What follows belongs to an exercise in optimizing a design on an open flow for a short achievable clock period and few clock cycles; a production flow would make more cautious choices. The RTL was checked by simulation tests, not by an equivalence proof against the original design. Power and IR drop assume default switching activity.

[design.v]
package nsa_pkg;
    localparam int NUM_SLOTS_DEF = 64;
    localparam int NUM_PORTS     = 2;
    localparam int PORTS_W = 2;
    localparam int CHAN_W  = 4;
    localparam int DATA_W  = 7;
    localparam int SLOT_W  = 6;
    localparam int TIME_W  = 32;
    localparam int INFO_W  = 1 + CHAN_W + DATA_W + 1;
    localparam logic [3:0] CMD_NOTE_ON  = 4'h9;
    localparam logic [3:0] CMD_NOTE_OFF = 4'h8;
    localparam logic [3:0] CMD_CTRL     = 4'hB;
    typedef enum logic [1:0] {
        REQ_PLAY = 2'd0,
        REQ_STOP = 2'd1,
        REQ_CC   = 2'd2,
        REQ_ALL  = 2'd3
    } req_kind_t;
    typedef enum logic [1:0] {
        OC_SENT       = 2'd0,
        OC_PORT_OFF   = 2'd1,
        OC_FULL       = 2'd2,
        OC_NOT_ACTIVE = 2'd3
    } outcome_t;
    typedef enum logic [2:0] {
        ST_INIT,
        ST_IDLE,
        ST_DECIDE,
        ST_REL_A,
        ST_REL_B,
        ST_REL_C
    } state_t;
    typedef struct packed {
        req_kind_t           req_type;
        logic                port;
        logic [CHAN_W-1:0]   channel;
        logic [DATA_W-1:0]   key;
        logic [DATA_W-1:0]   controller;
        logic [DATA_W-1:0]   value;
        logic [SLOT_W-1:0]   slot;
        logic [TIME_W-1:0]   time_stamp;
    } req_t;
    typedef struct packed {
        logic                send_valid;
        logic [7:0]          status_byte;
        logic [DATA_W-1:0]   data_one;
        logic [DATA_W-1:0]   data_two;
        logic                out_port;
        logic [TIME_W-1:0]   out_time;
        logic [SLOT_W-1:0]   handle;
        outcome_t            outcome;
        logic                last;
    } result_t;
    typedef struct packed {
        logic                active;
        logic [CHAN_W-1:0]   channel;
        logic [DATA_W-1:0]   key;
        logic                port;
    } slot_info_t;
endpackage
module nsa_ram #(
    parameter int WIDTH = 8,
    parameter int DEPTH = 64,
    parameter int AW    = 6
) (
    input  logic             clk,
    input  logic             rd_en,
    input  logic [AW-1:0]    rd_addr,
    output logic [WIDTH-1:0] rd_data,
    input  logic             wr_en,
    input  logic [AW-1:0]    wr_addr,
    input  logic [WIDTH-1:0] wr_data
);
    logic [WIDTH-1:0] mem [DEPTH];
    always_ff @(posedge clk)
    begin
        if (rd_en)
        begin
            rd_data <= mem[rd_addr];
        end
    end
    always_ff @(posedge clk)
    begin
        if (wr_en)
        begin
            mem[wr_addr] <= wr_data;
        end
    end
endmodule
module nsa_ctrl #(
    parameter int NUM_SLOTS = nsa_pkg::NUM_SLOTS_DEF
) (
    input  logic         clk,
    input  logic         rst_n,
    input  logic         in_valid,
    input  logic [65:0]  in_data,
    output logic         in_take,
    input  logic [1:0]   port_enabled,
    input  logic         out_space,
    output logic         making,
    output logic         res_valid,
    output logic [65:0]  res
);
    localparam int N  = NUM_SLOTS;
    localparam int LV = $clog2(N);
    logic [5:0]   ring_slot [N];
    logic [11:0]  ring_info [N];     
    logic [N-1:0] pos_used;
    logic [N:0]   used_ext;
    logic         h_v, a_v, b_v, x_v;
    logic [65:0]  h_op, a_op, b_op, x_op;
    logic [N-1:0] a_e, b_e, b_g, x_e, x_g;
    assign used_ext = {1'b0, pos_used};
    logic [1:0]   x_kind;
    logic         x_play, x_stop, x_cc, x_all;
    logic         go, x_done, do_play, port_ok;
    logic [5:0]   rel_slot;
    logic [N-1:0] sh, ld, bz, at_free;
    assign x_kind = x_op[65:64];
    assign x_play = (x_kind == 2'd0);
    assign x_stop = (x_kind == 2'd1);
    assign x_cc   = (x_kind == 2'd2);
    assign x_all  = (x_kind == 2'd3);
    assign port_ok = port_enabled[x_op[0]];
    assign go       = x_v && out_space;
    assign making   = go;
    assign x_done   = go && !(x_all && pos_used[1]);
    assign do_play  = go && x_play && port_ok && !pos_used[N-1];
    assign rel_slot = x_all ? ring_slot[0] : x_op[31:26];
    always_comb
    begin
        for (int i = 0; i < N; i++)
        begin
            sh[i] = go && x_g[i] && used_ext[i + 1];
            ld[i] = go && x_g[i] && pos_used[i] && !used_ext[i + 1];
            bz[i] = go && x_g[i] && !used_ext[i + 1];
            at_free[i] = !pos_used[i] && ((i == 0) ? 1'b1 : pos_used[(i == 0) ? 0 : i - 1]);
        end
    end
    logic load_x, adv_b, adv_a, adv_h;
    assign load_x  = !x_v || x_done;
    assign adv_b   = load_x || !b_v;
    assign adv_a   = adv_b || !a_v;
    assign adv_h   = adv_a || !h_v;
    assign in_take = adv_h;
    logic [N-1:0] eq_h;
    logic         same_h, same_a, same_b;
    logic [N-1:0] e_a_c, e_b_c, g_b_c, pre_a, g_a_c;
    logic sx_h, sx_a, sx_b;
    assign same_h = x_all ? eq_h[0] : sx_h;
    assign same_a = x_all ? a_e[0]  : sx_a;
    assign same_b = x_all ? b_e[0]  : sx_b;
    always_ff @(posedge clk)
    begin
        if (load_x)
        begin
            sx_b <= (b_op[31:26] == a_op[31:26]);
            sx_a <= (b_op[31:26] == h_op[31:26]);
            sx_h <= (b_op[31:26] == in_data[31:26]);
        end
        else
        begin
            if (adv_b)
                sx_b <= (x_op[31:26] == a_op[31:26]);
            if (adv_a)
                sx_a <= (x_op[31:26] == h_op[31:26]);
            if (adv_h)
                sx_h <= (x_op[31:26] == in_data[31:26]);
        end
    end
    always_comb
    begin
        for (int i = 0; i < N; i++)
            eq_h[i] = (ring_slot[i] == h_op[31:26]);
    end
    logic [N-1:0] pre [LV+1];
    always_comb
    begin
        pre[0] = a_e;
        for (int k = 0; k < LV; k++)
        begin
            for (int i = 0; i < N; i++)
            begin
                if (i >= (1 << k))
                    pre[k+1][i] = pre[k][i] | pre[k][i - (1 << k)];
                else
                    pre[k+1][i] = pre[k][i];
            end
        end
        pre_a = pre[LV];
    end
    logic [N-1:0] e_h_c;
    always_comb
    begin
        for (int i = 0; i < N; i++)
        begin
            if (sh[i])
            begin
                e_h_c[i] = eq_h[(i + 1) % N];
                e_a_c[i] = a_e[(i + 1) % N];
                e_b_c[i] = b_e[(i + 1) % N];
                g_a_c[i] = pre_a[(i + 1) % N] && !same_a;
                g_b_c[i] = b_g[(i + 1) % N] && !same_b;
            end
            else
            begin
                e_h_c[i] = ld[i] ? same_h : eq_h[i];
                e_a_c[i] = ld[i] ? same_a : a_e[i];
                e_b_c[i] = ld[i] ? same_b : b_e[i];
                g_a_c[i] = pre_a[i] || (same_a && bz[i]);
                g_b_c[i] = b_g[i] || (same_b && bz[i]);
            end
        end
    end
    always_ff @(posedge clk or negedge rst_n)
    begin
        if (!rst_n)
        begin
            h_v <= 1'b0;
            a_v <= 1'b0;
            b_v <= 1'b0;
            x_v <= 1'b0;
        end
        else
        begin
            if (adv_h)
                h_v <= in_valid;
            if (adv_a)
                a_v <= h_v;
            if (adv_b)
                b_v <= a_v;
            if (load_x)
                x_v <= b_v;
        end
    end
    always_ff @(posedge clk)
    begin
        if (adv_h)
            h_op <= in_data;
        if (adv_a)
        begin
            a_op <= h_op;
            a_e  <= e_h_c;
        end
        else
        begin
            a_e  <= e_a_c;
        end
        if (adv_b)
        begin
            b_op <= a_op;
            b_e  <= e_a_c;
            b_g  <= g_a_c;
        end
        else
        begin
            b_e  <= e_b_c;
            b_g  <= g_b_c;
        end
        if (load_x)
        begin
            x_op <= b_op;
            if (b_op[65:64] == 2'd3)
            begin
                x_e <= {{(N-1){1'b0}}, 1'b1};
                x_g <= '1;
            end
            else if (b_op[65:64] == 2'd1)
            begin
                x_e <= e_b_c;
                x_g <= g_b_c;
            end
            else
            begin
                x_e <= e_b_c;
                x_g <= '0;
            end
        end
    end
    always_ff @(posedge clk or negedge rst_n)
    begin
        if (!rst_n)
        begin
            pos_used <= '0;
            for (int i = 0; i < N; i++)
                ring_slot[i] <= 6'(i);
        end
        else
        begin
            for (int i = 0; i < N; i++)
            begin
                if (do_play)
                    pos_used[i] <= pos_used[i] || at_free[i];
                else
                    pos_used[i] <= pos_used[i] && !ld[i];
                if (sh[i])
                    ring_slot[i] <= ring_slot[(i + 1) % N];
                else if (ld[i])
                    ring_slot[i] <= rel_slot;
            end
        end
    end
    always_ff @(posedge clk)
    begin
        for (int i = 0; i < N; i++)
        begin
            if (sh[i])
                ring_info[i] <= ring_info[(i + 1) % N];
            else if (do_play && at_free[i])
                ring_info[i] <= {x_op[4:1], x_op[11:5], x_op[0]};
        end
    end
    logic [5:0]  front_slot;
    logic [11:0] rel_info;
    logic        hit;
    always_comb
    begin
        front_slot = '0;
        rel_info   = '0;
        for (int i = 0; i < N; i++)
        begin
            front_slot = front_slot | (ring_slot[i] & {6{at_free[i]}});
            rel_info   = rel_info   | (ring_info[i] & {12{x_e[i]}});
        end
    end
    assign hit = |(x_g & pos_used);
    logic        w_play, w_stop, w_cc, w_all;
    logic        w_port_ok, w_full, w_hit, w_last_all;
    logic [65:0] w_op;
    logic [5:0]  w_front, w_rel_slot;
    logic [11:0] w_rel_info;
    always_ff @(posedge clk or negedge rst_n)
    begin
        if (!rst_n)
            res_valid <= 1'b0;
        else
            res_valid <= go;
    end
    always_ff @(posedge clk)
    begin
        if (go)
        begin
            w_op       <= x_op;
            w_play     <= x_play;
            w_stop     <= x_stop;
            w_cc       <= x_cc;
            w_all      <= x_all;
            w_port_ok  <= port_ok;
            w_full     <= pos_used[N-1];
            w_hit      <= hit;
            w_last_all <= !pos_used[1];
            w_front    <= front_slot;
            w_rel_slot <= rel_slot;
            w_rel_info <= rel_info;
        end
    end
    logic        r_sv;
    logic [7:0]  r_status;
    logic [6:0]  r_d1, r_d2;
    logic        r_port;
    logic [5:0]  r_handle;
    logic [1:0]  r_oc;
    logic        r_last;
    always_comb
    begin
        r_sv     = 1'b0;
        r_status = '0;
        r_d1     = '0;
        r_d2     = '0;
        r_port   = 1'b0;
        r_handle = '0;
        r_oc     = 2'd0;
        r_last   = 1'b1;
        if (w_play || w_cc)
        begin
            if (!w_port_ok)
                r_oc = 2'd1;
            else if (w_play && w_full)
                r_oc = 2'd2;
            else
            begin
                r_sv     = 1'b1;
                r_status = {w_play ? 4'h9 : 4'hB, w_op[4:1]};
                r_d1     = w_play ? w_op[11:5] : w_op[18:12];
                r_d2     = w_op[25:19];
                r_port   = w_op[0];
                r_handle = w_play ? w_front : 6'd0;
            end
        end
        else if (w_hit)
        begin
            r_sv     = 1'b1;
            r_status = {4'h8, w_rel_info[11:8]};
            r_d1     = w_rel_info[7:1];
            r_port   = w_rel_info[0];
            r_handle = w_rel_slot;
            r_last   = w_stop || w_last_all;
        end
        else if (w_stop)
        begin
            r_oc     = 2'd3;
            r_handle = w_op[31:26];
        end
    end
    assign res = {r_last, r_sv, 1'b0, r_oc, r_handle, w_op[63:32], r_port, r_d2, r_d1, r_status};
endmodule
module midi_note_slot_allocator #(
    parameter int NUM_SLOTS = nsa_pkg::NUM_SLOTS_DEF
) (
    input  logic        clk,
    input  logic        rst_n,
    input  logic        s_tvalid,
    output logic        s_tready,
    input  logic [63:0] s_tdata,
    input  logic [1:0]  s_tuser,
    output logic        m_tvalid,
    input  logic        m_tready,
    output logic [63:0] m_tdata,
    output logic [0:0]  m_tuser,
    output logic        m_tlast,
    input  logic        cfg_we,
    input  logic [1:0]  cfg_wdata
);
    logic [1:0]  port_en_reg;
    logic [65:0] in_reg;
    logic        in_v;
    logic        rdy_reg;
    logic [65:0] q0, q1;
    logic [1:0]  q_cnt, q_cnt_next;
    logic        take, deq, enq;
    logic        res_valid;
    logic [65:0] res;
    logic        space_reg;
    logic [65:0] out_reg;
    logic        out_v;
    logic [65:0] f0, f1, f2;
    logic [1:0]  f_cnt, f_cnt_next;
    logic [1:0]  f_rp, f_wp, f_rp_next;
    logic        pop;
    logic [65:0] head_next;
    logic        making;
    assign s_tready = rdy_reg;
    always_ff @(posedge clk)
    begin
        in_reg <= {s_tuser, s_tdata};
    end
    assign deq        = take && (q_cnt != 2'd0);
    assign enq        = in_v && !(take && (q_cnt == 2'd0));
    assign q_cnt_next = q_cnt + {1'b0, enq} - {1'b0, deq};
    always_ff @(posedge clk or negedge rst_n)
    begin
        if (!rst_n)
        begin
            port_en_reg <= '0;
            in_v        <= 1'b0;
            q_cnt       <= '0;
        end
        else
        begin
            if (cfg_we)
                port_en_reg <= cfg_wdata;
            in_v    <= s_tvalid && rdy_reg;
            q_cnt   <= q_cnt_next;
        end
    end
    always_ff @(posedge clk)
    begin
        rdy_reg <= (q_cnt_next == 2'd0)
                   || ((q_cnt_next == 2'd1) && !(s_tvalid && rdy_reg));
    end
    always_ff @(posedge clk)
    begin
        if (deq)
        begin
            q0 <= (q_cnt == 2'd2) ? q1 : in_reg;
            q1 <= in_reg;
        end
        else if (enq)
        begin
            if (q_cnt == 2'd0)
                q0 <= in_reg;
            q1 <= in_reg;
        end
    end
    nsa_ctrl #(.NUM_SLOTS(NUM_SLOTS)) u_ctrl (
        .clk          (clk),
        .rst_n        (rst_n),
        .in_valid     ((q_cnt != 2'd0) || in_v),
        .in_data      ((q_cnt != 2'd0) ? q0 : in_reg),
        .in_take      (take),
        .port_enabled (port_en_reg),
        .out_space    (space_reg),
        .making       (making),
        .res_valid    (res_valid),
        .res          (res)
    );
    assign pop        = out_v && m_tready;
    assign f_cnt_next = f_cnt + {1'b0, res_valid} - {1'b0, pop};
    assign f_rp_next  = !pop ? f_rp : ((f_rp == 2'd2) ? 2'd0 : f_rp + 2'd1);
    always_comb
    begin
        if ((f_cnt == 2'd0) || ((f_cnt == 2'd1) && pop))
            head_next = res;
        else
        begin
            case (f_rp_next)
                2'd0:    head_next = f0;
                2'd1:    head_next = f1;
                default: head_next = f2;
            endcase
        end
    end
    always_ff @(posedge clk or negedge rst_n)
    begin
        if (!rst_n)
        begin
            out_v     <= 1'b0;
            f_cnt     <= '0;
            f_rp      <= '0;
            f_wp      <= '0;
            space_reg <= 1'b1;
        end
        else
        begin
            out_v <= (f_cnt_next != 2'd0);
            f_cnt <= f_cnt_next;
            f_rp  <= f_rp_next;
            if (res_valid)
                f_wp <= (f_wp == 2'd2) ? 2'd0 : f_wp + 2'd1;
            space_reg <= ({1'b0, f_cnt_next} + {1'b0, making}) <= 3'd2;
        end
    end
    always_ff @(posedge clk)
    begin
        out_reg <= head_next;
        if (res_valid)
        begin
            case (f_wp)
                2'd0:    f0 <= res;
                2'd1:    f1 <= res;
                default: f2 <= res;
            endcase
        end
    end
    assign m_tvalid = out_v;
    assign m_tdata  = out_reg[63:0];
    assign m_tuser  = out_reg[64];
    assign m_tlast  = out_reg[65];
endmodule
[run.sh]
#!/bin/bash
# synth_recipe.tcl (not shown) runs the flow's synth.tcl, then flattens the netlist and writes it again
# the make line also repeats each setting of config.mk as NAME=value (left out here)
make -C /OpenROAD-flow-scripts/flow DESIGN_CONFIG=/design/flow/config.mk WORK_HOME=/design/flow/orfs CLKGATE_MAP_FILE= SYNTH_SCRIPT=/design/flow/synth_recipe.tcl finish
[config.mk]
export PLATFORM = sky130hd
export DESIGN_NAME = midi_note_slot_allocator
export DESIGN_NICKNAME = midi_note_slot_allocator
export VERILOG_FILES = /design/flow/design.v
export SDC_FILE = /design/flow/constraint.sdc
export NUM_CORES = 4
export LEC_CHECK = 0
export ABC_CLOCK_PERIOD_IN_PS = 2000
export CAP_MARGIN = 35
export CELL_PAD_IN_SITES_DETAIL_PLACEMENT = 1
export CELL_PAD_IN_SITES_GLOBAL_PLACEMENT = 2
export CORE_MARGIN = 2
export CORE_UTILIZATION = 35
export GPL_ROUTABILITY_DRIVEN = 1
export GPL_TIMING_DRIVEN = 1
export PLACE_DENSITY = 0.45
export SETUP_SLACK_MARGIN = 4.6
export SLEW_MARGIN = 35
export TNS_END_PERCENT = 20
[constraint.sdc]
create_clock -name core_clock -period 7.5 [get_ports {clk}]
set_input_delay 1.5000 -clock core_clock [delete_from_list [all_inputs] [get_ports {clk}]]
set_output_delay 1.5000 -clock core_clock [all_outputs]
set_load 0.01 [all_outputs]
==> qor.log, run 1 <==
qor: detailed_routing.routed_wire_length_per_instance 43.5 microns
qor: sta.fmaxAchievable 298 MHz
qor: place.place.gp.congestion 0.992
qor: logic_synthesis.synth_edf_count 1,579
qor: critical_path.r2r_start u_ctrl.x_e[17]
qor: floorplan.fp.coreArea 328,000 sq um
qor: logic_synthesis.synthArstFlopShare 0.197
qor: global_routing.grt_first_pass_wirelength 867,000 microns
qor: detailed_routing.remaining_drc_errors 0
qor: floorplan.floorplan.die.height 578 microns
qor: clocking.cts_sinks 2,367
qor: logic_synthesis.synth_warnings 5
qor: sta.max_slew.worst_pin.slew 1.06 ns
qor: clocking.cts_inserted_buffers 292
qor: logic_synthesis.sequential_cell_area_fraction_in_the_yosys_report 0.569
qor: sta.final_min_period_over_clock_period 0.447
qor: logic_synthesis.yosys_register_bits 2,367
qor: place.place_inst 14,400
qor: power.vdd_drop_max 0.316 mV
qor: cells_and_area.max_reg_flops 768
qor: sta.timing.hold.ws 0.400 ns
qor: logic_synthesis.synthMostInstantiatedCell edfxtp_1
qor: critical_path.slowest_stage_cell_crit_path or4_1
qor: detailed_routing.route.detailed.vias_per_inst 6.49
qor: cells_and_area.finalNonFillerCells 15,000
qor: critical_path.critical_path_class reg2reg
qor: place.detailed_place_hpwl 452,000 microns
qor: run.max_cap_violations 0
qor: cells_and_area.sequential_cell_area 65,900 sq um
qor: critical_path.critical_path.startpoint_type register
qor: place.placed_cell_area 122,000 sq um
qor: sta.timing.max_slew.rel_slack 0.294
qor: critical_path.timing.critical_path.from u_ctrl.x_e[17]
qor: global_routing.overflow 0
qor: logic_synthesis.synth-main-ff-cell edfxtp_1
qor: global_routing.grt_pass1_vias 94,400
qor: sta.finalWorstSetupSlack 4.15 ns
qor: critical_path.cp_data_required_time 8.14 ns
qor: logic_synthesis.ys_top_cells_by_area edfxtp_1 41%, mux2_2 8.6%, dfrtp_1 5.9%, dfxtp_1 5.6%, dfstp_2 4.4%
qor: logic_synthesis.synth_largest_area_cell edfxtp_1
qor: detailed_routing.drtAntennaViolNets 0
qor: floorplan.io_pins 141
qor: run_status.status no timing/DRC/antenna violations
qor: cells_and_area.nNetsFinal 10,500
qor: critical_path.worstRegToRegCells 5
qor: critical_path.worst_setup_path_endpoint u_ctrl.w_rel_info[7]
qor: critical_path.buffers_plus_inverters_on_the_worst_setup_path 1
qor: cells_and_area.layout_top_registers u_ctrl.ring_info x768, u_ctrl.ring_slot x384
qor: cells_and_area.fillerInstances 34,700
qor: floorplan.floorplan_row_count 210
qor: place.io_buffers 138
qor: logic_synthesis.synthesis.area_per_instance 11.0 sq um
qor: sta.final.min_clock_period 3.35 ns
qor: clocking.cts_tree done
qor: clocking.clock-root-buffer clkbuf_16
qor: sta.skew_final 0.0457 ns
qor: critical_path.reg2reg_slack 4.15 ns
qor: place.dp_slack 2.66 ns
qor: clocking.clk-insertion-delay-late 0.96 ns
qor: power.cellLeakagePower 47.4 nW
qor: detailed_routing.number_of_vias_in_the_routed_layout 97,500
qor: sta.slew_violations 0
qor: sta.setup-tns-final 0 ns
qor: cells_and_area.flow.area_growth_from_synthesis 16.2%
qor: cells_and_area.drive_above_1_share 0.228
qor: critical_path.cp_data_arrival_time 3.99 ns
qor: cells_and_area.multi_input_area 47,100 sq um
qor: cells_and_area.final_design_area_no_fill 134,000 sq um
qor: global_routing.grt_max_degree 119
qor: hold_path.hp-class reg2reg
qor: sta.hold_viol_final 0
qor: sta.unrepaired_setup_endpoints_after_global_routing true
qor: logic_synthesis.netlist_area 115,000 sq um
qor: critical_path.delay_contributed_by_the_slowest_stage_of_the_critical_path 0.79 ns
qor: critical_path.worstSetupEndpointType register
qor: detailed_routing.detailedRoute.firstIterationViolations 11,600
qor: logic_synthesis.netlist-cell-type-count 71
qor: global_routing.antenna_found_initial 64
qor: logic_synthesis.netlist_top_cells_count 1,579 x edfxtp_1, 1,272 x nor2_1, 883 x mux2_2
qor: critical_path.timing.critical_path.fanout_max 12
qor: critical_path.worstPathCellList buf_4, a22o_1, a221oi_1, nand4_1, or4_1
qor: clocking.cts-htree-levels 5
qor: detailed_routing.firstDrtPassIters 8
qor: cells_and_area.max_flop_register u_ctrl.ring_info
qor: floorplan.initial_utilization 0.352
qor: logic_synthesis.netlist_instances 10,500
qor: clocking.cts.path.max_buffers 4
qor: critical_path.number_of_cells_on_the_critical_path 5
qor: critical_path.cp_top_delay_family simple AND/OR/NAND/NOR gates
qor: critical_path.rr_endpoint u_ctrl.w_rel_info[7]
qor: logic_synthesis.synth_top_cell_area_share 0.411
qor: clocking.post_cts_hold_buffer_count 0
qor: floorplan.die_area 335,000 sq um
qor: detailed_routing.wirelength 654,000 microns
qor: clocking.path_clk_slew 0.06 ns
qor: power.pwr_density_cell 444 nW/um^2
qor: global_routing.grt_usage 0.379
qor: floorplan.fp.dieW 578 microns
qor: sta.finalSetupViolations 0
## worst min path at each step
| stage | slack, ns | cells past startpoint | to | start |
|---|---|---|---|---|
| 5_1_grt | 0.41 | 0 | u_ctrl.x_op[48] | u_ctrl.b_op[48] |
| 3_5_place_dp | 0.41 | 0 | u_ctrl.a_op[49] | u_ctrl.h_op[49] |
| 4_1_cts | 0.41 | 0 | u_ctrl.x_op[7] | u_ctrl.b_op[7] |
| 6_report | 0.40 | 0 | u_ctrl.x_op[7] | u_ctrl.b_op[7] |
| 2_1_floorplan | 0.40 | 0 | u_ctrl.a_op[0] | u_ctrl.h_op[0] |
| 3_3_place_gp | 0.40 | 0 | u_ctrl.a_op[39] | u_ctrl.h_op[39] |
## layout make-up
type	instances	area share
Inverter	99	0.00337
Clock buffer	398	0.0595
Tap cell	4346	0.0405
Clock inverter	132	0.00874
Sequential cell	2367	0.491
Timing Repair Buffer	625	0.0453
Antenna cell	35	0.000652
Multi-Input combinational cell	7020	0.351
Timing Repair inverter	2	0.0000932
## cell usage in the layout (no fill, tap or decap), types with 249 or more instances in the layout
cell type,synthesis,routed
nand3_1,287,280
dfrtp_1,273,257
nor2_1,1272,1267
edfxtp_1,1579,1579
xor2_1,259,259
buf_4,5,354
mux2_2,883,880
a31oi_1,499,499
a22o_1,253,251
a21oi_1,253,249
clkbuf_16,0,301
o21ai_0,656,622
dfxtp_1,322,260
o22ai_1,331,330
nand2_1,688,617
## logic make-up (layout without fill, tap and decap cells)
| family | count (synthesis) | count (layout) | share of synthesized area |
|---|---|---|---|
| simple gates | 2859 | 2865 | 0.110 |
| compound gates | 2773 | 2773 | 0.159 |
| flops | 2367 | 2367 | 0.569 |
| buf+inv | 1126 | 1256 | 0.0370 |
| mux | 966 | 966 | 0.0933 |
| xor+xnor | 406 | 406 | 0.0308 |
| fa+ha+maj | 8 | 8 | 0.000867 |
| other cells | 1 | 37 | 0.0000325 |
## per-stage QoR
step | util | total power (W)
CTS | 0.405 | 0.0586
detailed placement | 0.372 | 0.0433
floorplan | - | 0.0325
global route | 0.409 | 0.0612
global placement | 0.371 | 0.0429
finish | 0.409 | 0.0595
## power by group
| part | internal (W) | switching, W | leakage, nW |
|---|---|---|---|
| logic | 0.00762 | 0.0169 | 19.8 |
| registers | 0.0187 | 0.00230 | 23.2 |
| clock network | 0.00793 | 0.00616 | 4.45 |
## worst register-to-register path: stages (launching register included)
cell and delay (ns):
edfxtp_1 0.62, buf_4 0.40, a22o_1 0.43, a221oi_1 0.44, nand4_1 0.38, or4_1 0.79
## layer usage
| metal | vias up | track usage | routed length (microns) |
|---|---|---|---|
| li1 | 39400 | - | - |
| met1 | 51500 | 0.498 | 266000 |
| met2 | 5097 | 0.570 | 282000 |
| met3 | 1489 | 0.0628 | 48500 |
| met4 | 26 | 0.263 | 56800 |
| met5 | - | 0 | 193 |
## repair_timing
item	CTS	global route
cloned	13	6
resized for setup	224	557
buffers inserted	47	18
setup endpoints to repair	2635	1577
pin swaps	26	14
hold endpoints to repair	0	0
Testbench counts, summed over its fixed seeds: cycles 12,670.
==> inputs of run 2 (changes only) <==
--- a/design.v
+++ b/design.v
@@ -111,3 +111,4 @@
     logic [65:0]  h_op, a_op, b_op, x_op;
-    logic [N-1:0] a_e, b_e, b_g, x_e, x_g;
+    logic [N-1:0] a_e, b_g, x_g;
+    logic [N-1:0] x_e;              
     assign used_ext = {1'b0, pos_used};
@@ -147,3 +148,3 @@
     logic         same_h, same_a, same_b;
-    logic [N-1:0] e_a_c, e_b_c, g_b_c, pre_a, g_a_c;
+    logic [N-1:0] e_a_c, g_b_c, pre_a, g_a_c;
     logic sx_h, sx_a, sx_b;
@@ -151,3 +152,3 @@
     assign same_a = x_all ? a_e[0]  : sx_a;
-    assign same_b = x_all ? b_e[0]  : sx_b;
+    assign same_b = x_all ? b_g[0]  : sx_b;
     always_ff @(posedge clk)
@@ -200,3 +201,2 @@
                 e_a_c[i] = a_e[(i + 1) % N];
-                e_b_c[i] = b_e[(i + 1) % N];
                 g_a_c[i] = pre_a[(i + 1) % N] && !same_a;
@@ -208,3 +208,2 @@
                 e_a_c[i] = ld[i] ? same_a : a_e[i];
-                e_b_c[i] = ld[i] ? same_b : b_e[i];
                 g_a_c[i] = pre_a[i] || (same_a && bz[i]);
@@ -251,3 +250,2 @@
             b_op <= a_op;
-            b_e  <= e_a_c;
             b_g  <= g_a_c;
@@ -256,3 +254,2 @@
         begin
-            b_e  <= e_b_c;
             b_g  <= g_b_c;
@@ -263,18 +260,14 @@
             if (b_op[65:64] == 2'd3)
-            begin
-                x_e <= {{(N-1){1'b0}}, 1'b1};
                 x_g <= '1;
-            end
             else if (b_op[65:64] == 2'd1)
-            begin
-                x_e <= e_b_c;
                 x_g <= g_b_c;
-            end
             else
-            begin
-                x_e <= e_b_c;
                 x_g <= '0;
-            end
         end
     end
+    always_comb
+    begin
+        for (int i = 0; i < N; i++)
+            x_e[i] = x_g[i] && ((i == 0) ? 1'b1 : !x_g[(i == 0) ? 0 : i - 1]);
+    end
     always_ff @(posedge clk or negedge rst_n)
@@ -312,20 +305,31 @@
     end
-    logic [5:0]  front_slot;
-    logic [11:0] rel_info;
-    logic        hit;
+    localparam int NG = 8;
+    localparam int GS = N / NG;
+    logic [5:0]  front_part [NG];
+    logic [11:0] info_part  [NG];
+    logic [NG-1:0] hit_part;
     always_comb
     begin
-        front_slot = '0;
-        rel_info   = '0;
-        for (int i = 0; i < N; i++)
+        for (int g = 0; g < NG; g++)
         begin
-            front_slot = front_slot | (ring_slot[i] & {6{at_free[i]}});
-            rel_info   = rel_info   | (ring_info[i] & {12{x_e[i]}});
+            front_part[g] = '0;
+            info_part[g]  = '0;
+            hit_part[g]   = 1'b0;
+            for (int j = 0; j < GS; j++)
+            begin
+                front_part[g] = front_part[g] | (ring_slot[g*GS+j] & {6{at_free[g*GS+j]}});
+                info_part[g]  = info_part[g]  | (ring_info[g*GS+j] & {12{x_e[g*GS+j]}});
+                hit_part[g]   = hit_part[g]   | (x_g[g*GS+j] & pos_used[g*GS+j]);
+            end
         end
     end
-    assign hit = |(x_g & pos_used);
     logic        w_play, w_stop, w_cc, w_all;
-    logic        w_port_ok, w_full, w_hit, w_last_all;
+    logic        w_port_ok, w_full, w_last_all;
     logic [65:0] w_op;
-    logic [5:0]  w_front, w_rel_slot;
+    logic [5:0]  w_rel_slot;
+    logic [5:0]  w_front_p [NG];
+    logic [11:0] w_info_p  [NG];
+    logic [NG-1:0] w_hit_p;
+    logic        w_hit;
+    logic [5:0]  w_front;
     logic [11:0] w_rel_info;
@@ -340,16 +344,27 @@
     begin
-        if (go)
+        w_op       <= x_op;
+        w_play     <= x_play;
+        w_stop     <= x_stop;
+        w_cc       <= x_cc;
+        w_all      <= x_all;
+        w_port_ok  <= port_ok;
+        w_full     <= pos_used[N-1];
+        w_last_all <= !pos_used[1];
+        w_rel_slot <= rel_slot;
+        w_hit_p    <= hit_part;
+        for (int g = 0; g < NG; g++)
+        begin
+            w_front_p[g] <= front_part[g];
+            w_info_p[g]  <= info_part[g];
+        end
+    end
+    always_comb
+    begin
+        w_hit      = |w_hit_p;
+        w_front    = '0;
+        w_rel_info = '0;
+        for (int g = 0; g < NG; g++)
         begin
-            w_op       <= x_op;
-            w_play     <= x_play;
-            w_stop     <= x_stop;
-            w_cc       <= x_cc;
-            w_all      <= x_all;
-            w_port_ok  <= port_ok;
-            w_full     <= pos_used[N-1];
-            w_hit      <= hit;
-            w_last_all <= !pos_used[1];
-            w_front    <= front_slot;
-            w_rel_slot <= rel_slot;
-            w_rel_info <= rel_info;
+            w_front    = w_front | w_front_p[g];
+            w_rel_info = w_rel_info | w_info_p[g];
         end
==> config.mk (replaced) <==
export PLATFORM = sky130hd
export DESIGN_NAME = midi_note_slot_allocator
export DESIGN_NICKNAME = midi_note_slot_allocator
export VERILOG_FILES = /design/flow/design.v
export SDC_FILE = /design/flow/constraint.sdc
export NUM_CORES = 4
export LEC_CHECK = 0
export ABC_CLOCK_PERIOD_IN_PS = 2000
export CAP_MARGIN = 35
export CORE_MARGIN = 2
export CORE_UTILIZATION = 50
export GPL_TIMING_DRIVEN = 1
export SETUP_SLACK_MARGIN = 4.7
export SLEW_MARGIN = 35
export TNS_END_PERCENT = 50
==> run 2 against run 1 <==
Net effect: critical path depth fell by 4; non-clock buffer count fell by 239; combinational power fell by 21%; clock power fell by 4%; cell area fell by 6.7%; clock-buffer cell count fell by 7; routed wire length fell by 42%; register-to-register slack improved by 0.48 ns; global-route usage fell by 5.4 points; flip-flop and latch count rose by 5; worst hold slack got worse by 0.079 ns; setup slack improved by 0.30 ns; largest power group is now sequential cells.
==> qor.log, run 2 <==
qor: sta.timing.hold.ws 0.321 ns
qor: sta.setup-tns-final 0 ns
qor: logic_synthesis.netlist_area 111,000 sq um
qor: critical_path.critical_path_class reg2out
qor: critical_path.cp_top_delay_family flip-flops
qor: critical_path.timing.critical_path.fanout_max 2
qor: logic_synthesis.yosys_register_bits 2,372
qor: power.switchingPower 0.0206 W
qor: logic_synthesis.netlist-cell-type-count 77
qor: sta.final.min_clock_period 3.05 ns
qor: floorplan.floorplan_row_count 173
qor: critical_path.worstPathCellList buf_6
qor: clocking.cts_inserted_buffers 277
qor: sta.slew_violations 0
qor: cells_and_area.max_flop_register u_ctrl.ring_info
qor: power.pwr_density_cell 429 nW/um^2
qor: logic_synthesis.synth_top_cell_area_share 0.401
qor: sta.unrepaired_setup_endpoints_after_global_routing true
qor: global_routing.antenna_found_initial 24
qor: place.io_buffers 138
qor: cells_and_area.fillerInstances 18,700
qor: clocking.clk-insertion-delay-late 0.93 ns
qor: sta.hold_viol_final 0
qor: power.cell_internal_power_dissipation 0.0332 W
qor: global_routing.grtUsageMet2 0.491
qor: floorplan.io_pins 141
qor: global_routing.grt_usage 0.325
qor: critical_path.slowest_stage_cell_crit_path dfrtp_4
qor: cells_and_area.drive_above_1_share 0.205
qor: critical_path.cp_data_required_time 6.00 ns
qor: detailed_routing.drtAntennaViolNets 0
qor: floorplan.initial_utilization 0.501
qor: logic_synthesis.synth_largest_area_cell edfxtp_1
qor: global_routing.grt_first_pass_wirelength 550,000 microns
qor: detailed_routing.number_of_vias_in_the_routed_layout 85,100
qor: run_status.status no timing/DRC/antenna violations
qor: logic_synthesis.synthesis.area_per_instance 11.1 sq um
qor: clocking.cts-htree-levels 5
qor: power.power_switching_share 0.382
qor: sta.skew_final 0.0484 ns
qor: global_routing.groute.layer.met1.usage 0.455
qor: sta.max_slew.worst_pin.slew 1.09 ns
qor: clocking.clock-root-buffer clkbuf_16
qor: clocking.cts.path.max_buffers 4
qor: power.vdd_drop_max 0.395 mV
qor: critical_path.number_of_cells_on_the_critical_path 1
qor: run.max_cap_violations 0
qor: logic_synthesis.synth_warnings 9
qor: cells_and_area.mostFrequentLayoutCell edfxtp_1
qor: detailed_routing.detailedRoute.firstIterationViolations 11,200
qor: critical_path.worstRegToRegCells 7
qor: sta.fmaxAchievable 327 MHz
qor: critical_path.cp_data_arrival_time 1.55 ns
qor: cells_and_area.max_reg_flops 768
qor: critical_path.buffers_plus_inverters_on_the_worst_setup_path 1
qor: cells_and_area.finalNonFillerCells 13,000
qor: sta.timing.max_slew.rel_slack 0.267
qor: hold_path.min_delay_path_depth 0
qor: global_routing.grt_max_degree 141
qor: critical_path.critical_path.startpoint_type register
qor: floorplan.fp.dieW 475 microns
qor: cells_and_area.multi_input_area 43,300 sq um
qor: global_routing.grt_pass1_vias 81,400
qor: logic_synthesis.ys_top_cells_by_area edfxtp_1 40%, mux2_2 8.3%, dfxtp_1 7.6%, dfrtp_1 6.1%, dfstp_2 4.6%
qor: cells_and_area.layout_top_registers u_ctrl.ring_info x768, u_ctrl.ring_slot x384, u_ctrl.w_info_p x96
qor: clocking.cts_tree done
qor: power.clock_power_share 0.251
qor: hold_path.hp-class reg2reg
qor: detailed_routing.remaining_drc_errors 0
qor: cells_and_area.mostFrequentLayoutCells 1,484 x edfxtp_1, 925 x nand2_1, 834 x nor2_1
qor: detailed_routing.firstDrtPassIters 7
qor: logic_synthesis.synth-main-ff-cell edfxtp_1
qor: cells_and_area.nNetsFinal 9,847
qor: power.cellLeakagePower 44.8 nW
qor: global_routing.overflow 0
qor: place.place_inst 12,400
qor: sta.final_min_period_over_clock_period 0.407
qor: global_routing.met3_usage 0.0657
qor: critical_path.worstSetupEndpointType output port
qor: logic_synthesis.netlist_top_cells_count 1,484 x edfxtp_1, 1,008 x nand2_1, 842 x nor2_1
qor: logic_synthesis.netlist_instances 10,000
qor: detailed_routing.route.detailed.vias_per_inst 6.57
qor: cells_and_area.flow.area_growth_from_synthesis 12.7%
qor: logic_synthesis.synth_edf_count 1,484
qor: place.place.gp.congestion 0.948
qor: floorplan.floorplan.die.height 475 microns
qor: floorplan.die_area 226,000 sq um
qor: detailed_routing.routed_wire_length_per_instance 29.2 microns
qor: power.power.combinational.fraction 0.360
qor: cells_and_area.sequential_cell_area 65,000 sq um
qor: place.detailed_place_hpwl 240,000 microns
qor: logic_synthesis.sequential_cell_area_fraction_in_the_yosys_report 0.584
qor: logic_synthesis.synthArstFlopShare 0.196
qor: sta.finalSetupViolations 0
qor: clocking.path_clk_slew 0.06 ns
qor: clocking.post_cts_hold_buffer_count 0
qor: global_routing.grt_most_used_layer met2
qor: logic_synthesis.synthMostInstantiatedCell edfxtp_1
qor: floorplan.fp.coreArea 222,000 sq um
qor: power.p_seq_frac 0.389
qor: critical_path.delay_contributed_by_the_slowest_stage_of_the_critical_path 0.52 ns
qor: clocking.cts_sinks 2,372
qor: detailed_routing.wirelength 378,000 microns
run 2: metal layers:
| metal | wire length [microns] | vias to the layer above |
|---|---|---|
| li1 | - | 36700 |
| met1 | 155000 | 42600 |
| met3 | 38200 | 962 |
| met2 | 167000 | 4819 |
| met4 | 18600 | 12 |
| met5 | 80 | - |
run 2: final timing paths:
check                                 from                      end  slack (ns)
min in group asynchronous            rst_n  u_ctrl.ring_slot[36][3]        0.52
hold reg to reg            u_ctrl.x_op[25]          u_ctrl.w_op[25]        0.32
setup / recovery                     out_v                 m_tvalid        4.45
max in group asynchronous            rst_n                  f_rp[1]        5.61
hold / removal             u_ctrl.x_op[25]          u_ctrl.w_op[25]        0.32
setup reg to reg             u_ctrl.a_e[9]           u_ctrl.b_g[63]        4.63
run 2: stage by stage:
stage	util	instance area (sq um)	worst slack [ns]	power (W)
2_1_floorplan	-	111000	3.91	0.0319
4_1_cts	0.563	125000	4.40	0.0533
6_report	0.565	125000	4.45	0.0538
5_1_grt	0.565	125000	4.41	0.0558
3_5_place_dp	0.518	115000	3.36	0.0393
3_3_place_gp	0.517	115000	3.36	0.0387
run 2: final cells by class:
type	instances	area share
repair inverters	1	0.0000400
clock inverters	98	0.00873
diodes	4	0.0000799
clock buffers	391	0.0631
repair buffers	386	0.0298
inverters	105	0.00351
flip-flops and latches	2372	0.519
well taps	2975	0.0297
multi-input cells	6623	0.346
run 2: logic make-up (layout without fill, tap and decap cells):
logic type,count (synthesis),in the layout,share of synthesized area
other,1,6,0.0000337
muxes,880,880,0.0889
buffers and inverters,1021,981,0.0360
AOI/OAI and AO/OA,2548,2548,0.147
xor gates and xnor gates,406,406,0.0320
DFF,2372,2372,0.584
adders and majority gates,8,8,0.000901
and+or+nand+nor,2776,2779,0.111
run 2: what timing repair did:
action | CTS | global route
pin swaps | 6 | 4
setup buffers | 15 | 12
gates resized for setup | 569 | 76
cloned | 6 | 1
endpoints found under the setup margin | 2352 | 1382
run 2: power groups by stage:
stage | Sequential [W] | Combinational, W | Clock [W]
2_1_floorplan | 0.0199 | 0.0120 | 0
3_3_place_gp | 0.0209 | 0.0178 | 0
3_5_place_dp | 0.0210 | 0.0183 | 0
4_1_cts | 0.0208 | 0.0188 | 0.0137
5_1_grt | 0.0211 | 0.0205 | 0.0142
6_report | 0.0209 | 0.0194 | 0.0135
Testbench counts of run 2, summed over its fixed seeds: cycles 12,670.
==> inputs of run 3 (changes only) <==
--- a/design.v
+++ b/design.v
@@ -511,3 +511,3 @@
     );
-    assign pop        = out_v && m_tready;
+    assign pop        = (f_cnt != 2'd0) && m_tready;
     assign f_cnt_next = f_cnt + {1'b0, res_valid} - {1'b0, pop};
@@ -531,3 +531,3 @@
         begin
-            out_v     <= 1'b0;
+            out_v      <= 1'b0;
             f_cnt     <= '0;
@@ -539,3 +539,3 @@
         begin
-            out_v <= (f_cnt_next != 2'd0);
+            out_v      <= (f_cnt_next != 2'd0);
             f_cnt <= f_cnt_next;
--- a/config.mk
+++ b/config.mk
@@ -10,5 +10,7 @@
 export CORE_MARGIN = 2
-export CORE_UTILIZATION = 50
+export CORE_UTILIZATION = 55
+export CTS_CLUSTER_DIAMETER = 80
+export CTS_CLUSTER_SIZE = 24
 export GPL_TIMING_DRIVEN = 1
-export SETUP_SLACK_MARGIN = 4.7
+export SETUP_SLACK_MARGIN = 4.8
 export SLEW_MARGIN = 35
==> run 3 against run 2 <==
Net effect: critical path depth did not move; fmax rose by 2.9%; power fell by 5.4%; sequential share of layout area rose by 1.1 points; global-route usage rose by 3.9 points; sequential power barely moved; synthesized area rose by 0.60%; final cell count fell by 2.3%; utilization rose by 4.2 points.
==> qor.log, run 3 <==
qor: run_status.status no timing/DRC/antenna violations
qor: place.io_buffers 138
qor: critical_path.worstSetupEndpointType output port
qor: place.detailed_place_hpwl 246,000 microns
qor: logic_synthesis.synth_warnings 9
qor: logic_synthesis.synth_edf_count 1,484
qor: logic_synthesis.synthesis.area_per_instance 11.0 sq um
qor: cells_and_area.flow.area_growth_from_synthesis 9.80%
qor: sta.timing.max_slew.rel_slack 0.352
qor: detailed_routing.remaining_drc_errors 0
qor: logic_synthesis.sequential_cell_area_fraction_in_the_yosys_report 0.581
qor: cells_and_area.sequential_cell_area 65,000 sq um
qor: global_routing.overflow 0
qor: clocking.cts_tree done
qor: sta.hold_viol_final 0
qor: floorplan.fp.dieW 455 microns
qor: power.cell_internal_power_dissipation 0.0299 W
qor: floorplan.floorplan_row_count 165
qor: power.clock_power_share 0.174
qor: sta.slew_violations 0
qor: logic_synthesis.netlist_instances 10,100
qor: cells_and_area.max_flop_register u_ctrl.ring_info
qor: detailed_routing.detailedRoute.firstIterationViolations 12,100
qor: sta.final_min_period_over_clock_period 0.396
qor: power.switchingPower 0.0210 W
qor: critical_path.slowest_stage_cell_crit_path dfrtp_1
qor: logic_synthesis.synth-main-ff-cell edfxtp_1
qor: sta.unrepaired_setup_endpoints_after_global_routing true
qor: global_routing.grt_usage 0.365
qor: sta.setup-tns-final 0 ns
qor: global_routing.antenna_found_initial 23
qor: sta.max_slew.worst_pin.slew 0.964 ns
qor: clocking.path_clk_slew 0.09 ns
qor: logic_synthesis.synthMostInstantiatedCell edfxtp_1
qor: power.power.combinational.fraction 0.413
qor: power.p_seq_frac 0.413
qor: critical_path.worstPathCellList buf_2
qor: logic_synthesis.netlist_top_cells_count 1,484 x edfxtp_1, 1,095 x nand2_1, 827 x nor2_1
qor: global_routing.grt_pass1_vias 81,900
qor: critical_path.cp_top_delay_family flip-flops
qor: global_routing.grt_max_degree 119
qor: place.place.gp.congestion 0.939
qor: critical_path.delay_contributed_by_the_slowest_stage_of_the_critical_path 0.45 ns
qor: power.power_switching_share 0.413
qor: clocking.cts-htree-levels 4
qor: floorplan.floorplan.die.height 455 microns
qor: run.max_cap_violations 0
qor: critical_path.critical_path.startpoint_type register
qor: cells_and_area.mostFrequentLayoutCells 1,484 x edfxtp_1, 1,006 x nand2_1, 812 x nor2_1
qor: cells_and_area.drive_above_1_share 0.197
qor: clocking.cts.path.max_buffers 3
qor: cells_and_area.mostFrequentLayoutCell edfxtp_1
qor: hold_path.hp-class reg2reg
qor: logic_synthesis.synth_largest_area_cell edfxtp_1
qor: sta.final.min_clock_period 2.97 ns
qor: clocking.clock-root-buffer clkbuf_16
qor: floorplan.initial_utilization 0.553
qor: logic_synthesis.synth_top_cell_area_share 0.399
qor: detailed_routing.number_of_vias_in_the_routed_layout 86,300
qor: clocking.clk-insertion-delay-late 0.88 ns
qor: floorplan.die_area 207,000 sq um
qor: detailed_routing.route.detailed.vias_per_inst 6.82
qor: floorplan.io_pins 141
qor: clocking.cts_sinks 2,372
qor: critical_path.cp_data_required_time 6.00 ns
qor: cells_and_area.fillerInstances 16,300
qor: critical_path.timing.critical_path.fanout_max 1
qor: power.cellLeakagePower 43.2 nW
qor: detailed_routing.routed_wire_length_per_instance 30.7 microns
qor: cells_and_area.multi_input_area 44,400 sq um
qor: detailed_routing.wirelength 389,000 microns
qor: critical_path.critical_path_class reg2out
qor: floorplan.fp.coreArea 202,000 sq um
qor: logic_synthesis.yosys_register_bits 2,372
qor: logic_synthesis.ys_top_cells_by_area edfxtp_1 40%, mux2_2 7.8%, dfxtp_1 7.6%, dfrtp_1 6.1%, dfstp_2 4.5%
qor: detailed_routing.firstDrtPassIters 9
qor: logic_synthesis.netlist-cell-type-count 87
qor: critical_path.buffers_plus_inverters_on_the_worst_setup_path 1
qor: sta.timing.hold.ws 0.340 ns
qor: logic_synthesis.netlist_area 112,000 sq um
qor: cells_and_area.max_reg_flops 768
qor: clocking.post_cts_hold_buffer_count 0
qor: critical_path.cp_data_arrival_time 1.47 ns
qor: power.vdd_drop_max 0.455 mV
qor: cells_and_area.layout_top_registers u_ctrl.ring_info x768, u_ctrl.ring_slot x384, u_ctrl.w_info_p x96
qor: sta.fmaxAchievable 337 MHz
qor: sta.finalSetupViolations 0
qor: detailed_routing.drtAntennaViolNets 0
qor: logic_synthesis.synthArstFlopShare 0.196
qor: sta.skew_final 0.0445 ns
qor: global_routing.grt_first_pass_wirelength 561,000 microns
qor: power.pwr_density_cell 414 nW/um^2
qor: cells_and_area.nNetsFinal 9,935
qor: clocking.cts_inserted_buffers 144
[run 3: layout make-up]
| type | instances | area share |
|---|---|---|
| Antenna cell | 10 | 0.000204 |
| Timing Repair inverter | 5 | 0.000347 |
| Inverter | 67 | 0.00266 |
| Multi-Input combinational cell | 6783 | 0.362 |
| Clock inverter | 72 | 0.00699 |
| Clock buffer | 198 | 0.0322 |
| Sequential cell | 2372 | 0.530 |
| Timing Repair Buffer | 481 | 0.0391 |
| Tap cell | 2672 | 0.0272 |
[run 3: timing repair]
action,CTS,global route
resized for setup,389,389
setup buffers,43,34
endpoints found under the setup margin,2660,1154
pin swaps,11,11
cloned,13,5
[run 3: worst paths after layout]
path / depth (start not counted) / slack, ns / end / start
worst max-delay path: 1 / 4.53 / m_tvalid / out_v
worst min-delay path: 0 / 0.34 / u_ctrl.w_op[39] / u_ctrl.x_op[39]
worst max register to register: 6 / 4.78 / u_ctrl.ring_info[12][11] / u_ctrl.x_op[65]
worst min register to register: 0 / 0.34 / u_ctrl.w_op[39] / u_ctrl.x_op[39]
max in group asynchronous: 2 / 5.47 / u_ctrl.pos_used[14] / rst_n
min in group asynchronous: 1 / 0.66 / u_ctrl.pos_used[62] / rst_n
[run 3: per-layer routing]
metal  wire [microns]  global-route usage
met1           155000               0.503
met2           172000               0.541
met3            41800              0.0852
met4            20700               0.181
met5               87                   0
[run 3: metrics by stage]
stage	setup slack [ns]	util	cell area, sq um	total power [W]	std cells
after floorplan	3.91	-	112000	0.0323	10100
after global placement	3.10	0.570	115000	0.0396	12300
after detailed placement	2.97	0.572	116000	0.0401	12300
after CTS	4.44	0.602	122000	0.0496	12600
after global routing	4.52	0.607	123000	0.0527	12700
final	4.53	0.607	123000	0.0509	12700
[run 3: kinds of logic (layout without fill, tap and decap cells)]
logic type,Yosys count,in the layout,share of synthesized area
AO/OA/AOI/OAI,2607,2607,0.149
adder cells (fa/ha/maj),8,8,0.000895
flip-flops,2372,2372,0.581
XOR/XNOR,406,406,0.0318
AND/OR/NAND/NOR,2910,2913,0.117
other,1,12,0.0000335
buffers and inverters,991,823,0.0352
multiplexers,846,847,0.0850
[run 3: power by group through the flow]
stage / Clock [W] / Sequential [W] / Combinational, W
CTS: 0.00897 / 0.0208 / 0.0198
detailed placement: 0 / 0.0211 / 0.0190
floorplan: 0 / 0.0199 / 0.0124
global placement: 0 / 0.0210 / 0.0186
finish: 0.00886 / 0.0210 / 0.0210
global route: 0.00940 / 0.0212 / 0.0221
Testbench counts of run 3, summed over its fixed seeds: cycles 12,670.
==> inputs of run 4 (changes only) <==
--- a/config.mk
+++ b/config.mk
@@ -11,4 +11,2 @@
 export CORE_UTILIZATION = 55
-export CTS_CLUSTER_DIAMETER = 80
-export CTS_CLUSTER_SIZE = 24
 export GPL_TIMING_DRIVEN = 1
==> run 4 against run 3 <==
Net effect: register-to-register slack about the same; first-iteration DRC count decreased by 0.32%; global-route usage increased by 0.28 points; clock power increased by about 50%; non-clock buffer count decreased by 15; largest cell class unchanged; final cell count increased by 1.6%.
==> qor.log, run 4 <==
qor: run_status.status no timing/DRC/antenna violations
qor: critical_path.delay_contributed_by_the_slowest_stage_of_the_critical_path 0.42 ns
qor: power.cellLeakagePower 45.1 nW
qor: critical_path.reg2reg_slack 4.78 ns
qor: cells_and_area.layout_top_registers u_ctrl.ring_info x768, u_ctrl.ring_slot x384, u_ctrl.w_info_p x96
qor: critical_path.timing.critical_path.fanout_max 1
qor: hold_path.timing.hold.worst.start u_ctrl.x_op[13]
qor: clocking.clock-root-buffer clkbuf_16
qor: logic_synthesis.synthesis.area_per_instance 11.0 sq um
qor: floorplan.io_pins 141
qor: critical_path.rr_endpoint u_ctrl.a_e[13]
qor: clocking.cts.path.max_buffers 4
qor: critical_path.cp_data_arrival_time 1.46 ns
qor: logic_synthesis.netlist_area 112,000 sq um
qor: sta.final.min_clock_period 2.96 ns
qor: cells_and_area.mostFrequentLayoutCell edfxtp_1
qor: critical_path.worstRegToRegCells 8
qor: place.place.gp.congestion 0.939
qor: cells_and_area.flow.area_growth_from_synthesis 13.3%
qor: detailed_routing.drtAntennaViolNets 0
qor: critical_path.r2r_start space_reg
qor: critical_path.slowest_stage_cell_crit_path dfrtp_1
qor: critical_path.critical_path_class reg2out
qor: cells_and_area.finalNonFillerCells 12,900
qor: cells_and_area.drive_above_1_share 0.207
qor: sta.timing.max_slew.rel_slack 0.328
qor: sta.slew_violations 0
qor: floorplan.die_area 207,000 sq um
qor: detailed_routing.firstDrtPassIters 9
qor: hold_path.worstHoldEndpoint u_ctrl.w_op[13]
qor: floorplan.floorplan_row_count 165
qor: floorplan.initial_utilization 0.553
qor: place.dp_slack 2.97 ns
qor: detailed_routing.routed_wire_length_per_instance 30.5 microns
qor: sta.finalWorstSetupSlack 4.54 ns
qor: place.detailed_place_hpwl 246,000 microns
qor: sta.skew_final 0.0565 ns
qor: hold_path.min_delay_path_depth 0
qor: clocking.cts_inserted_buffers 275
qor: logic_synthesis.synthArstFlopShare 0.196
qor: global_routing.grt_max_degree 119
qor: clocking.cts-htree-levels 5
qor: logic_synthesis.ys_top_cells_by_area edfxtp_1 40%, mux2_2 7.8%, dfxtp_1 7.6%, dfrtp_1 6.1%, dfstp_2 4.5%
qor: critical_path.cp_top_delay_family flip-flops
qor: clocking.clk-insertion-delay-late 0.92 ns
qor: detailed_routing.number_of_vias_in_the_routed_layout 87,500
qor: cells_and_area.nNetsFinal 10,100
qor: floorplan.floorplan.die.height 455 microns
qor: sta.finalSetupViolations 0
qor: cells_and_area.max_flop_register u_ctrl.ring_info
qor: logic_synthesis.synth_warnings 9
qor: logic_synthesis.netlist-cell-type-count 87
qor: hold_path.hp-class reg2reg
qor: logic_synthesis.synth_top_cell_area_share 0.399
qor: critical_path.worstSetupEndpointType output port
qor: run.max_cap_violations 0
qor: sta.fmaxAchievable 338 MHz
qor: sta.unrepaired_setup_endpoints_after_global_routing true
qor: power.vdd_drop_max 0.476 mV
qor: cells_and_area.max_reg_flops 768
qor: power.total_power 0.0552 W
qor: critical_path.critical_path.startpoint_type register
qor: detailed_routing.wirelength 393,000 microns
qor: cells_and_area.mostFrequentLayoutCells 1,484 x edfxtp_1, 1,006 x nand2_1, 813 x nor2_1
qor: sta.setup-tns-final 0 ns
qor: floorplan.fp.coreArea 202,000 sq um
qor: detailed_routing.detailedRoute.firstIterationViolations 12,000
qor: logic_synthesis.synth-main-ff-cell edfxtp_1
qor: clocking.cts_sinks 2,372
qor: cells_and_area.fillerInstances 15,900
qor: logic_synthesis.synth_largest_area_cell edfxtp_1
qor: sta.final_min_period_over_clock_period 0.395
qor: sta.max_slew.worst_pin.slew 1.01 ns
qor: global_routing.overflow 0
qor: global_routing.antenna_found_initial 25
qor: place.place_inst 12,300
qor: logic_synthesis.yosys_register_bits 2,372
qor: logic_synthesis.sequential_cell_area_fraction_in_the_yosys_report 0.581
qor: place.io_buffers 138
qor: logic_synthesis.netlist_top_cells_count 1,484 x edfxtp_1, 1,095 x nand2_1, 827 x nor2_1
qor: critical_path.cp_data_required_time 6.00 ns
qor: global_routing.grt_usage 0.367
qor: floorplan.fp.dieW 455 microns
qor: logic_synthesis.synth_edf_count 1,484
qor: detailed_routing.remaining_drc_errors 0
qor: clocking.cts_tree done
qor: clocking.path_clk_slew 0.06 ns
qor: cells_and_area.sequential_cell_area 65,000 sq um
qor: critical_path.buffers_plus_inverters_on_the_worst_setup_path 1
qor: sta.hold_viol_final 0
qor: global_routing.grt_first_pass_wirelength 566,000 microns
qor: cells_and_area.multi_input_area 44,400 sq um
qor: logic_synthesis.netlist_instances 10,100
qor: global_routing.grt_pass1_vias 83,000
qor: logic_synthesis.synthMostInstantiatedCell edfxtp_1
qor: detailed_routing.route.detailed.vias_per_inst 6.80
qor: power.pwr_density_cell 436 nW/um^2
qor: critical_path.worstPathCellList buf_2
qor: critical_path.timing.critical_path.from out_v
[run 4: kinds of logic (layout without fill, tap and decap cells)]
group / count (synthesis) / count (layout) / share of synthesized area
DFF: 2372 / 2372 / 0.581
other: 1 / 14 / 0.0000335
AOI/OAI and AO/OA: 2607 / 2607 / 0.149
and+or+nand+nor: 2910 / 2913 / 0.117
buffers and inverters: 991 / 1021 / 0.0352
adders and majority gates: 8 / 8 / 0.000895
xor gates and xnor gates: 406 / 406 / 0.0318
muxes: 846 / 847 / 0.0850
[run 4: worst max-delay path by stage]
| stage | endpoint | slack, ns | depth (start not counted) |
|---|---|---|---|
| 4_1_cts | m_tdata[58] | 4.44 | 1 |
| 3_5_place_dp | out_reg[28] | 2.97 | 9 |
| 6_report | m_tvalid | 4.54 | 1 |
| 5_1_grt | m_tvalid | 4.49 | 1 |
| 3_3_place_gp | out_reg[31] | 3.10 | 9 |
| 2_1_floorplan | f1[0] | 3.91 | 2 |
[run 4: what timing repair did]
item	4_1_cts	5_1_grt
buffers inserted	39	23
endpoints found under the setup margin	2659	1083
pin swaps	11	10
cloned	12	6
gates resized for setup	437	327
hold buffers	0	0
[run 4: metrics by stage]
stage / area (sq um) / utilization / hold WS [ns]
global route: 127000 / 0.626 / 0.320
finish: 127000 / 0.626 / 0.322
CTS: 126000 / 0.622 / 0.317
global placement: 115000 / 0.570 / 0.325
detailed placement: 116000 / 0.572 / 0.327
floorplan: 112000 / - / 0.323
[run 4: area by class of cell]
type / instances / share of cell area
antenna: 12 / 0.000237
clock buffer: 387 / 0.0617
clock inverter: 96 / 0.00814
inverter: 67 / 0.00254
multi-input combinational: 6783 / 0.350
sequential: 2372 / 0.514
tap: 2672 / 0.0264
timing repair buffer: 466 / 0.0367
timing repair inverter: 5 / 0.000336
[run 4: layer usage]
metal,share of wire,up-vias,track usage
li1,-,37400,-
met1,0.40,43500,0.506
met2,0.44,5433,0.545
met3,0.11,1138,0.0863
met4,0.055,6,0.185
met5,0.00010,-,0
[run 4: where the power goes]
group | internal, W | total, W | switching [W]
Combinational | 0.00701 | 0.0208 | 0.0138
Sequential | 0.0187 | 0.0211 | 0.00234
Clock | 0.00798 | 0.0133 | 0.00536
==> inputs of run 5 (changes only) <==
--- a/config.mk
+++ b/config.mk
@@ -10,5 +10,7 @@
 export CORE_MARGIN = 2
-export CORE_UTILIZATION = 55
+export CORE_UTILIZATION = 60
+export CTS_CLUSTER_DIAMETER = 80
+export CTS_CLUSTER_SIZE = 24
 export GPL_TIMING_DRIVEN = 1
-export SETUP_SLACK_MARGIN = 4.8
+export SETUP_SLACK_MARGIN = 4.9
 export SLEW_MARGIN = 35
==> run 5 against run 4 <==
Net effect: still clean; first-iteration DRC count up 6.2%; via count grew 0.19%; sequential power barely moved; synthesized cell count stayed put; clock-buffer cell count decreased by 194; flip-flop and latch count stayed put; power is 7.8% lower; critical path depth unchanged; synthesized area did not move; critical path type unchanged; critical endpoint unchanged; largest power group is now combinational logic.
==> qor.log, run 5 <==
qor: logic_synthesis.netlist_instances 10,100
qor: detailed_routing.detailedRoute.firstIterationViolations 12,800
qor: cells_and_area.multi_input_area 45,100 sq um
qor: detailed_routing.routed_wire_length_per_instance 30.4 microns
qor: critical_path.worstPathCellList buf_6
qor: clocking.post_cts_hold_buffer_count 0
qor: power.cell_internal_power_dissipation 0.0302 W
qor: power.vdd_drop_max 0.386 mV
qor: floorplan.fp.coreArea 185,000 sq um
qor: floorplan.floorplan.die.height 436 microns
qor: sta.setup-tns-final 0 ns
qor: cells_and_area.fillerInstances 14,100
qor: global_routing.grt_first_pass_wirelength 547,000 microns
qor: power.power_switching_share 0.407
qor: floorplan.fp.dieW 436 microns
qor: sta.timing.hold.ws 0.347 ns
qor: critical_path.critical_path_class reg2out
qor: critical_path.slowest_stage_cell_crit_path dfrtp_2
qor: logic_synthesis.synth_edf_count 1,484
qor: sta.fmaxAchievable 340 MHz
qor: power.cellLeakagePower 43.8 nW
qor: sta.unrepaired_setup_endpoints_after_global_routing true
qor: logic_synthesis.netlist_area 112,000 sq um
qor: critical_path.worstSetupEndpointType output port
qor: critical_path.buffers_plus_inverters_on_the_worst_setup_path 1
qor: hold_path.hp-class reg2reg
qor: cells_and_area.mostFrequentLayoutCells 1,484 x edfxtp_1, 959 x nand2_1, 808 x nor2_1
qor: logic_synthesis.synthesis.area_per_instance 11.0 sq um
qor: sta.finalSetupViolations 0
qor: detailed_routing.remaining_drc_errors 0
qor: power.pwr_density_cell 412 nW/um^2
qor: power.power.combinational.fraction 0.419
qor: clocking.cts_tree done
qor: place.place_inst 12,100
qor: logic_synthesis.synth-main-ff-cell edfxtp_1
qor: clocking.path_clk_slew 0.09 ns
qor: clocking.cts.path.max_buffers 3
qor: cells_and_area.drive_above_1_share 0.206
qor: logic_synthesis.yosys_register_bits 2,372
qor: cells_and_area.mostFrequentLayoutCell edfxtp_1
qor: critical_path.cp_top_delay_family flip-flops
qor: sta.skew_final 0.0330 ns
qor: critical_path.cp_data_required_time 6.00 ns
qor: floorplan.floorplan_row_count 158
qor: cells_and_area.flow.area_growth_from_synthesis 10.6%
qor: global_routing.antenna_found_initial 15
qor: logic_synthesis.sequential_cell_area_fraction_in_the_yosys_report 0.581
qor: logic_synthesis.synth_top_cell_area_share 0.399
qor: logic_synthesis.synth_largest_area_cell edfxtp_1
qor: logic_synthesis.synthMostInstantiatedCell edfxtp_1
qor: sta.hold_viol_final 0
qor: floorplan.initial_utilization 0.603
qor: global_routing.grt_usage 0.382
qor: detailed_routing.drtAntennaViolNets 0
qor: clocking.clk-insertion-delay-late 0.85 ns
qor: clocking.clock-root-buffer clkbuf_16
qor: logic_synthesis.synth_warnings 9
qor: clocking.cts-htree-levels 4
qor: cells_and_area.sequential_cell_area 65,100 sq um
qor: place.io_buffers 138
qor: global_routing.grt_max_degree 193
qor: power.p_seq_frac 0.410
qor: sta.timing.max_slew.rel_slack 0.244
qor: critical_path.timing.critical_path.fanout_max 1
qor: detailed_routing.firstDrtPassIters 12
qor: power.switchingPower 0.0208 W
qor: sta.slew_violations 0
qor: run.max_cap_violations 0
qor: critical_path.delay_contributed_by_the_slowest_stage_of_the_critical_path 0.46 ns
qor: logic_synthesis.synthArstFlopShare 0.196
qor: run_status.status no timing/DRC/antenna violations
qor: place.place.gp.congestion 0.981
qor: clocking.cts_sinks 2,372
qor: global_routing.overflow 0
qor: clocking.cts_inserted_buffers 139
qor: global_routing.grt_pass1_vias 82,100
qor: power.total_power 0.0509 W
qor: floorplan.io_pins 141
qor: detailed_routing.route.detailed.vias_per_inst 7.02
qor: sta.max_slew.worst_pin.slew 1.12 ns
qor: cells_and_area.nNetsFinal 9,945
qor: place.detailed_place_hpwl 235,000 microns
qor: cells_and_area.finalNonFillerCells 12,500
qor: detailed_routing.number_of_vias_in_the_routed_layout 87,600
qor: logic_synthesis.netlist-cell-type-count 87
qor: logic_synthesis.ys_top_cells_by_area edfxtp_1 40%, mux2_2 7.8%, dfxtp_1 7.6%, dfrtp_1 6.1%, dfstp_2 4.5%
qor: cells_and_area.max_reg_flops 768
qor: critical_path.critical_path.startpoint_type register
qor: logic_synthesis.netlist_top_cells_count 1,484 x edfxtp_1, 1,095 x nand2_1, 827 x nor2_1
qor: detailed_routing.wirelength 380,000 microns
qor: cells_and_area.layout_top_registers u_ctrl.ring_info x768, u_ctrl.ring_slot x384, u_ctrl.w_info_p x96
qor: cells_and_area.max_flop_register u_ctrl.ring_info
qor: sta.final.min_clock_period 2.94 ns
qor: sta.final_min_period_over_clock_period 0.392
qor: power.clock_power_share 0.171
qor: critical_path.cp_data_arrival_time 1.44 ns
qor: floorplan.die_area 190,000 sq um
==> run 5: logic make-up after synthesis <==
family                     after synthesis  synth area share
AOI/OAI and AO/OA                     2607             0.149
xor gates and xnor gates               406            0.0318
adders and majority gates                8          0.000895
buffers and inverters                  991            0.0352
DFF                                   2372             0.581
muxes                                  846            0.0850
other                                    1         0.0000335
and+or+nand+nor                       2910             0.117
==> run 5: per-stage QoR <==
step | area (sq um) | worst slack [ns] | util
final | 124000 | 4.56 | 0.667
after global routing | 124000 | 4.51 | 0.667
after floorplan | 112000 | 3.91 | -
after CTS | 122000 | 4.49 | 0.659
after global placement | 115000 | 3.27 | 0.619
after detailed placement | 115000 | 3.34 | 0.621
==> run 5: power groups by stage <==
stage | clock (W) | sequential [W] | combinational [W]
floorplan | 0 | 0.0199 | 0.0124
global placement | 0 | 0.0209 | 0.0182
detailed placement | 0 | 0.0210 | 0.0187
CTS | 0.00878 | 0.0208 | 0.0198
global route | 0.00922 | 0.0211 | 0.0224
finish | 0.00870 | 0.0209 | 0.0213
==> run 5: worst register-to-register path: cells and delay by family, from the launching register on <==
family,cells,cell delay (ns)
flip-flops,1,0.63
AO/OA/AOI/OAI,2,0.27
AND/OR/NAND/NOR,3,1.00
buffers and inverters,3,0.77
==> run 5: final cells by class <==
type | count | area share
Timing Repair Buffer | 466 | 0.0424
Clock inverter | 64 | 0.00591
Antenna cell | 19 | 0.000385
Tap cell | 2480 | 0.0251
Inverter | 67 | 0.00266
Multi-Input combinational cell | 6816 | 0.365
Sequential cell | 2372 | 0.526
Timing Repair inverter | 2 | 0.000142
Clock buffer | 193 | 0.0321
==> run 5: worst paths after layout <==
| check | start | to | slack, ns | cells past startpoint |
|---|---|---|---|---|
| max | out_v | m_tvalid | 4.56 | 1 |
| max reg2reg | space_reg | u_ctrl.x_g[60] | 4.70 | 8 |
| min | u_ctrl.x_op[24] | u_ctrl.w_op[24] | 0.35 | 0 |
| min in group asynchronous | rst_n | u_ctrl.pos_used[62] | 0.54 | 1 |
| max in group asynchronous | rst_n | u_ctrl.ring_slot[18][1] | 5.23 | 4 |
| min reg2reg | u_ctrl.x_op[24] | u_ctrl.w_op[24] | 0.35 | 0 |
==> run 5: what timing repair did <==
item | CTS | global route
buffers inserted | 50 | 34
resized for setup | 720 | 239
endpoints found under the setup margin | 2764 | 1604
gates cloned | 32 | 29
pin swaps | 44 | 35
==> run 5: layer usage <==
metal	vias to the layer above	global-route usage	routed length [microns]
met5	-	0.0136	68
met4	10	0.187	21900
met3	1197	0.0923	45000
li1	37100	-	-
met2	5822	0.573	168000
met1	43400	0.521	145000

==> static timing again, ports no longer ideal <==
The flow's constraints put no driver on any port. The routed layouts listed below were extracted and timed again, unchanged, in two steps. Step 1 (the two cells are an assumption about what drives the block):
set clk [get_ports {clk}]
set_driving_cell -lib_cell sky130_fd_sc_hd__clkbuf_16 $clk
set_driving_cell -lib_cell sky130_fd_sc_hd__buf_2 [delete_from_list [all_inputs] $clk]
Step 2 moves the port delays by t, midway between the first and last clock arrival at a register: inputs arrive t later, outputs are due t later. That takes back most of the time a late clock gives input paths. a / b / c = ideal / step 1 / step 2; a / b = the first two.
| run | shift t [ns] | setup WS [ns] | hold WS [ns] | worst setup path at the end | pins driven straight from the clock port |
|---|---|---|---|---|---|
| run 1 | 1.047 | 4.150 / 4.150 / 3.716 | 0.400 / 0.400 / 0.400 | input to register | 1 |
| run 2 | 0.993 | 4.446 / 4.355 / 3.851 | 0.321 / 0.321 / 0.321 | input to register | 1 |
| run 3 | 0.947 | 4.532 / 4.441 / 3.900 | 0.340 / 0.340 / 0.340 | input to register | 1 |
| run 4 | 0.984 | 4.538 / 4.448 / 3.911 | 0.322 / 0.322 / 0.322 | input to register | 1 |
| run 5 | 0.927 | 4.562 / 4.468 / 4.063 | 0.347 / 0.347 / 0.347 | input to register | 1 |
After both steps setup and hold are still met in every run listed. For run 3, which loses most, drivers alone change the setup slack by -0.091 ns; drivers and shift together by -0.632 ns.
